This is an optimization exercise on Yosys and OpenROAD, whose aim is small area, a short achievable clock period and few clock cycles per item, not a production implementation.
In this exercise RTL edits were held to simulation tests only and were not proved equivalent to the original.

==> flow/design.v <==
package cordic_pkg;
    typedef enum logic [1:0] {
        IDLE,
        ITER,
        SCALE,
        DONE
    } state_e;
    localparam logic signed [31:0] PI     = 32'sh0003_243F;
    localparam logic signed [31:0] TWO_PI = 32'sh0006_487F;
    localparam logic        [31:0] K_INV  = 32'h0000_9B75;
    function automatic logic [31:0] atan_lut(input logic [3:0] idx);
        logic [31:0] val;
        case (idx)
            4'd0:    val = 32'h0000_C910;
            4'd1:    val = 32'h0000_76B2;
            4'd2:    val = 32'h0000_3EB7;
            4'd3:    val = 32'h0000_1FD6;
            4'd4:    val = 32'h0000_0FFB;
            4'd5:    val = 32'h0000_07FF;
            4'd6:    val = 32'h0000_0400;
            4'd7:    val = 32'h0000_0200;
            4'd8:    val = 32'h0000_0100;
            4'd9:    val = 32'h0000_0080;
            4'd10:   val = 32'h0000_0040;
            4'd11:   val = 32'h0000_0020;
            4'd12:   val = 32'h0000_0010;
            4'd13:   val = 32'h0000_0008;
            4'd14:   val = 32'h0000_0004;
            default: val = 32'h0000_0002;
        endcase
        atan_lut = val;
    endfunction
endpackage
module cordic_vec_stage #(
    parameter int IW = 34
) (
    input  logic signed [IW-1:0] x_in,
    input  logic signed [IW-1:0] y_in,
    input  logic signed [IW-1:0] z_in,
    input  logic        [3:0]    shift,
    input  logic signed [IW-1:0] atan_i,
    output logic signed [IW-1:0] x_out,
    output logic signed [IW-1:0] y_out,
    output logic signed [IW-1:0] z_out
);
    logic signed [IW-1:0] x_sh;
    logic signed [IW-1:0] y_sh;
    always_comb begin
        x_sh = x_in >>> shift;
        y_sh = y_in >>> shift;
        if (!y_in[IW-1]) begin
            x_out = x_in + y_sh;
            y_out = y_in - x_sh;
            z_out = z_in + atan_i;
        end else begin
            x_out = x_in - y_sh;
            y_out = y_in + x_sh;
            z_out = z_in - atan_i;
        end
    end
endmodule
module cordic_atan2 #(
    parameter int NITER = 16,
    parameter int IW    = 34
) (
    input  logic        clk,
    input  logic        rst,
    input  logic        in_valid,
    output logic        in_ready,
    input  logic [31:0] in_x,
    input  logic [31:0] in_y,
    output logic        out_valid,
    input  logic        out_ready,
    output logic [31:0] out_angle,
    output logic [31:0] out_mag,
    output logic        out_zero
);
    localparam int MW = IW + 18;
    localparam logic        [3:0]    LAST_ITER = 4'(NITER - 1);
    localparam logic signed [IW-1:0] PI_W      = {{(IW-32){1'b0}}, cordic_pkg::PI};
    localparam logic signed [MW-1:0] K_INV_W   = {{(MW-32){1'b0}}, cordic_pkg::K_INV};
    localparam logic signed [MW-1:0] ROUND_W   = {{(MW-16){1'b0}}, 16'h8000};
    localparam logic signed [MW-1:0] MAG_MAX_W = {{(MW-32){1'b0}}, 32'h7FFF_FFFF};
    cordic_pkg::state_e               state_q, state_d;
    logic signed [IW-1:0] x_q, x_d;
    logic signed [IW-1:0] y_q, y_d;
    logic signed [IW-1:0] z_q, z_d;
    logic        [3:0]    iter_q, iter_d;
    logic                 out_valid_q, out_valid_d;
    logic        [31:0]   out_angle_q, out_angle_d;
    logic        [31:0]   out_mag_q, out_mag_d;
    logic                 out_zero_q, out_zero_d;
    logic signed [IW-1:0] x_ext, y_ext;
    logic signed [IW-1:0] x_nxt, y_nxt, z_nxt;
    logic signed [IW-1:0] atan_i;
    logic signed [MW-1:0] x_wide, prod, mag_full;
    logic signed [31:0]   z_lo, angle_wrap;
    logic        [31:0]   mag_sat;
    logic        [31:0]   atan_val;
    assign x_ext  = {{(IW-32){in_x[31]}}, in_x};
    assign y_ext  = {{(IW-32){in_y[31]}}, in_y};
    assign atan_i = {{(IW-32){1'b0}}, atan_val};
    always_comb begin
        case (iter_q)
            4'd0:    atan_val = 32'h0000_C910;
            4'd1:    atan_val = 32'h0000_76B2;
            4'd2:    atan_val = 32'h0000_3EB7;
            4'd3:    atan_val = 32'h0000_1FD6;
            4'd4:    atan_val = 32'h0000_0FFB;
            4'd5:    atan_val = 32'h0000_07FF;
            4'd6:    atan_val = 32'h0000_0400;
            4'd7:    atan_val = 32'h0000_0200;
            4'd8:    atan_val = 32'h0000_0100;
            4'd9:    atan_val = 32'h0000_0080;
            4'd10:   atan_val = 32'h0000_0040;
            4'd11:   atan_val = 32'h0000_0020;
            4'd12:   atan_val = 32'h0000_0010;
            4'd13:   atan_val = 32'h0000_0008;
            4'd14:   atan_val = 32'h0000_0004;
            default: atan_val = 32'h0000_0002;
        endcase
    end
    cordic_vec_stage #(
        .IW(IW)
    ) u_stage (
        .x_in  (x_q),
        .y_in  (y_q),
        .z_in  (z_q),
        .shift (iter_q),
        .atan_i(atan_i),
        .x_out (x_nxt),
        .y_out (y_nxt),
        .z_out (z_nxt)
    );
    always_comb begin
        x_wide   = {{(MW-IW){x_q[IW-1]}}, x_q};
        prod     = x_wide * K_INV_W;
        mag_full = (prod + ROUND_W) >>> 16;
        if (mag_full[MW-1]) begin
            mag_sat = 32'h0;
        end else if (mag_full > MAG_MAX_W) begin
            mag_sat = 32'h7FFF_FFFF;
        end else begin
            mag_sat = mag_full[31:0];
        end
        z_lo = z_q[31:0];
        if (z_lo > cordic_pkg::PI) begin
            angle_wrap = z_lo - cordic_pkg::TWO_PI;
        end else if (z_lo <= -cordic_pkg::PI) begin
            angle_wrap = z_lo + cordic_pkg::TWO_PI;
        end else begin
            angle_wrap = z_lo;
        end
    end
    always_comb begin
        state_d     = state_q;
        x_d         = x_q;
        y_d         = y_q;
        z_d         = z_q;
        iter_d      = iter_q;
        out_valid_d = out_valid_q;
        out_angle_d = out_angle_q;
        out_mag_d   = out_mag_q;
        out_zero_d  = out_zero_q;
        case (state_q)
            cordic_pkg::IDLE: begin
                if (in_valid) begin
                    if (in_x[31]) begin
                        x_d = -x_ext;
                        y_d = -y_ext;
                        z_d = in_y[31] ? -PI_W : PI_W;
                    end else begin
                        x_d = x_ext;
                        y_d = y_ext;
                        z_d = '0;
                    end
                    out_zero_d = (in_x == 32'h0) && (in_y == 32'h0);
                    iter_d     = 4'd0;
                    state_d    = cordic_pkg::ITER;
                end
            end
            cordic_pkg::ITER: begin
                x_d    = x_nxt;
                y_d    = y_nxt;
                z_d    = z_nxt;
                iter_d = iter_q + 4'd1;
                if (iter_q == LAST_ITER) begin
                    state_d = cordic_pkg::SCALE;
                end
            end
            cordic_pkg::SCALE: begin
                out_angle_d = out_zero_q ? 32'h0 : angle_wrap;
                out_mag_d   = out_zero_q ? 32'h0 : mag_sat;
                out_valid_d = 1'b1;
                state_d     = cordic_pkg::DONE;
            end
            cordic_pkg::DONE: begin
                if (out_ready) begin
                    out_valid_d = 1'b0;
                    state_d     = cordic_pkg::IDLE;
                end
            end
            default: state_d = cordic_pkg::IDLE;
        endcase
    end
    always_ff @(posedge clk) begin
        if (rst) begin
            state_q     <= cordic_pkg::IDLE;
            x_q         <= '0;
            y_q         <= '0;
            z_q         <= '0;
            iter_q      <= 4'd0;
            out_valid_q <= 1'b0;
            out_angle_q <= 32'h0;
            out_mag_q   <= 32'h0;
            out_zero_q  <= 1'b0;
        end else begin
            state_q     <= state_d;
            x_q         <= x_d;
            y_q         <= y_d;
            z_q         <= z_d;
            iter_q      <= iter_d;
            out_valid_q <= out_valid_d;
            out_angle_q <= out_angle_d;
            out_mag_q   <= out_mag_d;
            out_zero_q  <= out_zero_d;
        end
    end
    assign in_ready  = (state_q == cordic_pkg::IDLE);
    assign out_valid = out_valid_q;
    assign out_angle = out_angle_q;
    assign out_mag   = out_mag_q;
    assign out_zero  = out_zero_q;
endmodule
==> flow/run.sh <==
#!/bin/bash
# synth_recipe.tcl (not shown) runs the flow's synth.tcl, then flattens the netlist and writes it again
# the make line also repeats each setting of config.mk as NAME=value (left out here)
make -C /OpenROAD-flow-scripts/flow DESIGN_CONFIG=/design/flow/config.mk WORK_HOME=/design/flow/orfs CLKGATE_MAP_FILE= SYNTH_SCRIPT=/design/flow/synth_recipe.tcl finish
==> flow/config.mk <==
export PLATFORM = sky130hd
export DESIGN_NAME = cordic_atan2
export DESIGN_NICKNAME = cordic_atan2
export VERILOG_FILES = /design/flow/design.v
export SDC_FILE = /design/flow/constraint.sdc
export NUM_CORES = 4
export LEC_CHECK = 0
export CAP_MARGIN = 20
export CORE_MARGIN = 2
export CORE_UTILIZATION = 40
export SLEW_MARGIN = 20
==> flow/constraint.sdc <==
create_clock -name core_clock -period 10.0 [get_ports {clk}]
set_input_delay 2.0000 -clock core_clock [delete_from_list [all_inputs] [get_ports {clk}]]
set_output_delay 2.0000 -clock core_clock [all_outputs]
set_load 0.01 [all_outputs]
==> notes.md <==
-- cell usage in the layout, fill, tap and decap left out, drive strengths merged, types with 12 or more instances in the layout --
master         Yosys  final
nor4              21     21
or2               14     14
buf               51     37
xor2             111    111
inv              484    495
and2              18     18
xnor2            153    153
a31oi             46     46
fa               264    264
ha               340    340
o21bai            17     17
clkbuf           135     17
o211ai            30     30
nand3             65     65
mux2              20     20
nor3              97     97
mux2i             73     73
nor2b             35     35
nand2b            34     34
o21a              27     27
nand2            302    302
o22ai             12     12
a21boi            12     12
a21oi            293    293
a21o              67     67
a211oi            47     47
dfxtp            188    188
nor2             303    303
and3              27     27
a221o             35     35
o21ai            176    176
clkdlybuf4s50      0    132
nand4             28     28
o31ai             37     37
mux4              70     70
or3               16     16
a22o              16     16
-- how the worst min path moves through the flow --
stage	end	cells after the start
floorplan	y_q[6]	2
global placement	out_mag_q[31]	1
detailed placement	out_mag_q[31]	1
CTS	out_mag_q[31]	1
global route	out_mag_q[31]	1
finish	out_mag_q[31]	1
-- cell usage after synthesis, drive strengths merged (37+ instances only) --
library cell and count:
inv 484, ha 340, nor2 303, nand2 302, a21oi 293, fa 264, dfxtp 188, o21ai 176
xnor2 153, clkbuf 135, xor2 111, nor3 97, mux2i 73, mux4 70, a21o 67, nand3 65
buf 51, a211oi 47, a31oi 46, o31ai 37
-- flip-flops by register name, indices dropped and copies added, names as in the netlist --
| signal | count |
|---|---|
| z_q | 32 |
| iter_q | 4 |
| out_mag_q | 32 |
| y_q | 34 |
| out_angle_q | 32 |
| out_valid_q | 1 |
| out_zero_q | 1 |
| state_q | 2 |
| atan_val | 16 |
| x_q | 34 |
-- kinds of logic after synthesis --
| family | after synthesis |
|---|---|
| muxes | 163 |
| buffers and inverters | 675 |
| DFF | 188 |
| xor gates and xnor gates | 264 |
| adders and majority gates | 604 |
| and+or+nand+nor | 1008 |
| AOI/OAI and AO/OA | 958 |
-- cell type report --
type                       count  area [sq um]  share of cell area [%]
clock buffer                  17         425.4                   1.228
timing repair buffer         169          1597                   4.608
clock inverter                15         230.2                  0.6645
inverter                     489          1836                   5.298
tap                         1050          1314                   3.792
multi-input combinational   2997         25470                   73.50
sequential                   188          3780                   10.91
-- through the flow --
step	setup WS (ns)	std cells
2_1_floorplan	3.736	3860
3_3_place_gp	2.234	4893
3_5_place_dp	2.056	4893
4_1_cts	2.001	4925
5_1_grt	2.153	4925
6_report	2.574	4925
-- critical path, stage by stage, from the launching register on --
cell       delay, ns
dfxtp_1         0.75
ha_1            0.36
inv_1           0.08
fa_1            0.48
fa_1            0.52
inv_1           0.05
fa_1            0.46
fa_1            0.54
inv_1           0.05
fa_1            0.52
inv_1           0.04
ha_1            0.31
a211oi_1        0.22
o21ai_0         0.21
a2111oi_0       0.43
a21oi_1         0.21
a221o_1         0.42
a21oi_1         0.47
o21ai_0         0.23
a21boi_0        0.16
o21a_2          0.41
a221o_1         0.34
-- per-layer routing --
| metal | up-vias | wire, microns | part of all wire [%] | track usage [%] |
|---|---|---|---|---|
| li1 | 13550 | - | - | - |
| met1 | 13740 | 41500 | 43 | 30.59 |
| met2 | 672 | 48210 | 49 | 41.16 |
| met3 | 141 | 3769 | 3.9 | 2.345 |
| met4 | 0 | 3923 | 4.0 | 9.568 |
| met5 | - | 0 | 0 | 0 |
==> impl_metrics.csv <==
group,metric,value,unit
sta,hold_ws,0.4705,ns
cells_and_area,diodes,0,
setup_path,crit_fanout,30,
clock_network,post-cts-setup-buffer-count,0,
drt,drtPass1Iterations,5,
worst_hold_path,hp-class,"register to register",
cells_and_area,area.growth.synth_to_final,8.750,%
status,status,"no timing/DRC/antenna violations",
logic_synthesis,synth_warnings,2,
setup_path,timing.critical_path.from,"x_q[8]",
sta,hold_viol_final,0,
clock_network,path_clk_slew,0.10,ns
setup_path,r2r_slack,2.57,ns
global_route,antenna_found_initial,0,
logic_synthesis,yosys_register_bits,188,
placed_design,hpwlAfterDp,76660,microns
logic_synthesis,synthAdderAreaFrac,29.94,%
logic_synthesis,synth_area_leaders,"fa_1 17%, ha_1 13%, dfxtp_1 12%",
setup_path,crit_end,"out_mag_q[18]",
floorplan,io_pins,135,
clock_network,clockBufferDepth,2,
setup_path,timing_worst_setup_path_type,"register to register",
drt,avgRoutedWirePerCell,19.78,microns
floorplan,die_h,286.2,microns
setup_path,rr_startpoint,"x_q[8]",
cells_and_area,stdcell_area,0.03465,sq mm
clock_network,cts_hold_buf,0,
setup_path,r2r_end,"out_mag_q[18]",
sta,tns,0,ns
cells_and_area,nFillCells,7996,
logic_synthesis,synth_top_flop_cell,"dfxtp_1",
logic_synthesis,synth_nets,4532,
sta,worstMarginPinSlew,1.116,ns
floorplan,coreArea,0.07887,sq mm
logic_synthesis,ys_seq_area_share,11.81,%
logic_synthesis,synth_compound_area_share,19.74,%
sta,final_max_slew_viol_count,0,
sta,fmax,134.7,MHz
logic_synthesis,syn_area_per_cell,8.254,sq um
setup_path,end_kind,"register",
global_route,grt_first_pass_wirelength,155100,microns
cells_and_area,final_layout_size_suffix_gt1_share,5.032,%
drt,drc,0,
setup_path,worst_setup_path_start_kind,"register",
global_route,gr-total-overflow,0,
global_route,grt_usage,23.85,%
floorplan,die-area,0.08192,sq mm
sta,rsz0062_at_grt,"false",
logic_synthesis,synthCells,3860,
setup_path,r2r_cells,21,
logic_synthesis,synthArstFlopShare,0,%
sta,setup_viol,0,
clock_network,cts_tree,"yes",
sta,finClkSkew,0.02246,ns
placed_design,post_dp_cell_area,0.03399,sq mm
logic_synthesis,yosysTopAreaCellShare,16.59,%
clock_network,cts_sinks,188,
placed_design,gp_congestion,0.9449,
logic_synthesis,synth_xor_area_share,7.257,%
run,drv_cap,0,
worst_hold_path,worstHoldStart,"out_mag_q[31]",
placed_design,io_buffer_count,134,
floorplan,initial_core_util,40.40,%
drt,drtIter0Drc,1871,
global_route,grt_max_degree,81,
global_route,grt_pass1_vias,27490,
setup_path,cp.required,10.40,ns
setup_path,arrival,7.83,ns
clock_network,cts_buffers,17,
sta,fin_crit_sh,74.26,%
cells_and_area,fin_util,43.93,%
logic_synthesis,synth_enable_flop_cells,0,
drt,ant_nets,0,
clock_network,htree_num_levels,4,
sta,min_period,7.426,ns
logic_synthesis,mappedNetlistArea,0.03186,sq mm
logic_synthesis,synth_mux_area_share,8.055,%
sta,max_slew_margin,25.23,%
floorplan,chipWidth,286.2,microns
cells_and_area,fin_nets,4534,
clock_network,cts_resized,0,
drt,viasPerCell,5.706,
logic_synthesis,synth-simple-area-share,14.85,%
drt,wl,97400,microns
logic_synthesis,synth_top_family_by_area,"adder cells",
logic_synthesis,ys_types,94,
logic_synthesis,synth_largest_area_cell,"fa_1",
clock_network,root_buffer,"clkbuf_16",
drt,vias,28100,
clock_network,clk_latency,0.53,ns
floorplan,num_rows,103,
Testbench counts, summed over its fixed seeds: cycles 9,728, items 512.

-- re-timing with driven ports --
How much do the figures lean on ideal ports? The routed layout below was timed once more, with nothing changed but the port constraints.
Step 1 (the two cells are an assumption about what drives the block):
set clk [get_ports {clk}]
set_driving_cell -lib_cell sky130_fd_sc_hd__clkbuf_16 $clk
set_driving_cell -lib_cell sky130_fd_sc_hd__buf_2 [delete_from_list [all_inputs] $clk]
Step 2 moves the port delays by t, midway between the first and last clock arrival at a register: inputs arrive t later, outputs are due t later. That takes back most of the time a late clock gives input paths.
Slacks: ideal / step 1 / step 2; pairs: ideal / step 1.
shift t [ns]: 0.587
slack for setup (ns): 2.574 / 2.574 / 2.574
worst setup path after step 2: register to register
latest minus earliest clock arrival (ns): 0.029 / 0.030
slew at the worst register clock pin (ns): 0.11 / 0.11
After both steps this run still meets setup and hold. The setup slack of this run moves by 0.000 ns with the drivers and by 0.000 ns with both steps.
